Source: an optimization exercise on an open RTL-to-GDS flow (aim: small area and a short achievable clock period). Production flows keep margins and buffers that such runs may drop. Where RTL was checked, it was by simulation tests only, not by an equivalence proof against the original. No activity file was given, so power comes from the tool's default toggle rates.

Design wallace_mul, start of the top module:
module wallace_mul
(
    input  logic                          clk,
    input  logic                          arst_n,
    input  logic                          in_valid,
    input  logic [mul_pkg::OPERAND_W-1:0] a,
    input  logic [mul_pkg::OPERAND_W-1:0] b,
    output logic                          out_valid,
    output logic [mul_pkg::PRODUCT_W-1:0] product
);
Settings: LEC_CHECK=0, ABC_AREA=1, CAP_MARGIN=20, CORE_MARGIN=2, CORE_UTILIZATION=40, SETUP_SLACK_MARGIN=2.5, SLEW_MARGIN=80, SYNTH_HIERARCHICAL=1; clock period 5.7 ns.
run.sh (not shown) runs the stock make flow with config.mk's settings and CLKGATE_MAP_FILE= SYNTH_SCRIPT=/design/flow/synth_recipe.tcl, a recipe that flattens the netlist after the stock synthesis.
The baseline completed with no timing, DRC or antenna violations.
Change:
==> flow/flow/run.sh (new file) <==
#!/bin/bash
set -e
export BUFFER_PORTS_ARGS="-buffer_cell sky130_fd_sc_hd__buf_4"
bash standard.sh > standard.log 2>&1
==> flow/standard.sh (new file) <==
#!/bin/bash
# synth_recipe.tcl (not shown) runs the flow's synth.tcl, then flattens the netlist and writes it again
# the make line also repeats each setting of config.mk as NAME=value (left out here)
make -C /OpenROAD-flow-scripts/flow DESIGN_CONFIG=/design/flow/config.mk WORK_HOME=/design/flow/orfs CLKGATE_MAP_FILE= SYNTH_SCRIPT=/design/flow/synth_recipe.tcl "${@:-finish}"
- SLEW_MARGIN: 80 -> 20
removed: flow/run.sh
=> Worst setup slack improved by 0.0064 ns; critical path depth shrinks by 1; total power shrinks by a few percent; non-clock buffer count shrinks by 105; sequential share of layout area grows by 1.9 points; sequential power hardly moves; wire length shrinks by a few percent.
No functional check of the RTL was part of any run of this note.

== the baseline ==
wallace_mul, a different RTL version from the one above (not shown whole).
Size in the first run: roughly 130 I/O pins, ~35,000 sq um of cells after synthesis.
==> flow/config.mk <==
export PLATFORM = sky130hd
export DESIGN_NAME = wallace_mul
export DESIGN_NICKNAME = wallace_mul
export VERILOG_FILES = /design/flow/design.v
export SDC_FILE = /design/flow/constraint.sdc
export NUM_CORES = 4
export LEC_CHECK = 0
export ABC_AREA = 1
export CAP_MARGIN = 20
export CORE_MARGIN = 2
export CORE_UTILIZATION = 55
export CTS_BUF_LIST = sky130_fd_sc_hd__clkbuf_8
export SETUP_SLACK_MARGIN = 3.4
export SLEW_MARGIN = 20
export SYNTH_HIERARCHICAL = 1
==> flow/constraint.sdc <==
create_clock -name core_clock -period 5.7 [get_ports {clk}]
set_input_delay 1.1400 -clock core_clock [delete_from_list [all_inputs] [get_ports {clk}]]
set_output_delay 1.1400 -clock core_clock [all_outputs]
set_load 0.01 [all_outputs]
standard.sh (not shown) runs the stock make flow with config.mk's settings and CLKGATE_MAP_FILE= SYNTH_SCRIPT=/design/flow/synth_recipe.tcl, a recipe that flattens the netlist after the stock synthesis.
==> flow/flow/run.sh <==
#!/bin/bash
set -e
export BUFFER_PORTS_ARGS="-buffer_cell sky130_fd_sc_hd__buf_2"
bash standard.sh > standard.log 2>&1
[inputs] the candidate vs the baseline
Settings: changing CORE_UTILIZATION from 55 to 40; removing CTS_BUF_LIST (formerly sky130_fd_sc_hd__clkbuf_8); changing SETUP_SLACK_MARGIN from 3.4 to 3.1.
==> flow/flow/run.sh <==
#!/bin/bash
set -e
export BUFFER_PORTS_ARGS="-buffer_cell sky130_fd_sc_hd__buf_4"
bash standard.sh > standard.log 2>&1
Run comparison: the candidate standard cell with the maximum stage delay on the critical path sky130_fd_sc_hd__dfxtp_2; the baseline standard cell with the maximum stage delay on the critical path sky130_fd_sc_hd__fa_2. Against the baseline, the candidate reports a site row count that is higher. Density: the candidate sparser than the baseline. The power share of the clock group in the candidate sits 2.7 points above the value recorded for the baseline. The candidate reports a lower final worst-path setup slack than the baseline does. Changes observed in the candidate relative to the baseline: overall power of the completed layout lower; part of the total power dissipated in sequential elements higher.

Starting RTL as in the previous note.
Design wallace_mul, start of the top module:
module wallace_mul
(
    input  logic                          clk,
    input  logic                          arst_n,
    input  logic                          in_valid,
    input  logic [mul_pkg::OPERAND_W-1:0] a,
    input  logic [mul_pkg::OPERAND_W-1:0] b,
    output logic                          out_valid,
    output logic [mul_pkg::PRODUCT_W-1:0] product
);
==> flow/config.mk <==
export PLATFORM = sky130hd
export DESIGN_NAME = wallace_mul
export DESIGN_NICKNAME = wallace_mul
export VERILOG_FILES = /design/flow/design.v
export SDC_FILE = /design/flow/constraint.sdc
export NUM_CORES = 4
export LEC_CHECK = 0
export ABC_AREA = 1
export CAP_MARGIN = 20
export CORE_MARGIN = 2
export CORE_UTILIZATION = 55
export SETUP_SLACK_MARGIN = 3.4
export SLEW_MARGIN = 20
export SYNTH_HIERARCHICAL = 1
==> flow/constraint.sdc <==
create_clock -name core_clock -period 5.7 [get_ports {clk}]
set_input_delay 1.1400 -clock core_clock [delete_from_list [all_inputs] [get_ports {clk}]]
set_output_delay 1.1400 -clock core_clock [all_outputs]
set_load 0.01 [all_outputs]
==> flow/flow/run.sh <==
#!/bin/bash
set -e
export BUFFER_PORTS_ARGS="-buffer_cell sky130_fd_sc_hd__buf_2"
bash standard.sh > standard.log 2>&1
Change:
SETUP_SLACK_MARGIN = 3.1   (was 3.4)
The changed run ran to the end with no violations.
Worst setup slack loses 0.17 ns.
Area after synthesis does not change.
Via count shrinks by 1.5%.
Clock power is about the same.

afterwards: timing with drivers on the ports:
The results above use ideal ports. As a check the final layouts listed here were re-extracted and re-timed, cells and wires unchanged.
Step 1: set_driving_cell puts a clkbuf_16 on clk and a buf_2 on each other input, an assumption about the parent block.
Step 2 also shifts input and output timing later by t, the mid clock arrival at the registers, as if the neighbouring blocks saw the same clock.
a / b / c = ideal / step 1 / step 2; a / b = the first two.
run | shift t [ns] | setup WS [ns] | latest minus earliest clock arrival (ns) | worst register clock-pin slew, ns | worst data-port slew with drivers (ns)
the first run of note 1 | 0.705 | 2.506 / 2.524 / 1.819 | 0.026 / 0.026 | 0.07 / 0.07 | 0.20
the second run of note 1 | 0.717 | 2.513 / 2.547 / 1.830 | 0.034 / 0.034 | 0.07 / 0.07 | 0.08
the baseline | 0.762 | 3.270 / 3.270 / 3.270 | 0.040 / 0.040 | 0.08 / 0.08 | 0.05
the candidate | 0.677 | 3.105 / 3.105 / 3.105 | 0.045 / 0.046 | 0.06 / 0.06 | 0.06
the first run of note 3 | 0.673 | 3.257 / 3.257 / 3.257 | 0.032 / 0.033 | 0.07 / 0.07 | 0.05
the second run of note 3 | 0.676 | 3.090 / 3.090 / 3.090 | 0.034 / 0.034 | 0.07 / 0.07 | 0.04
After both steps setup and hold are still met in every run listed. For the first run of note 1, which loses most, drivers alone change the setup slack by +0.018 ns; drivers and shift together by -0.687 ns.
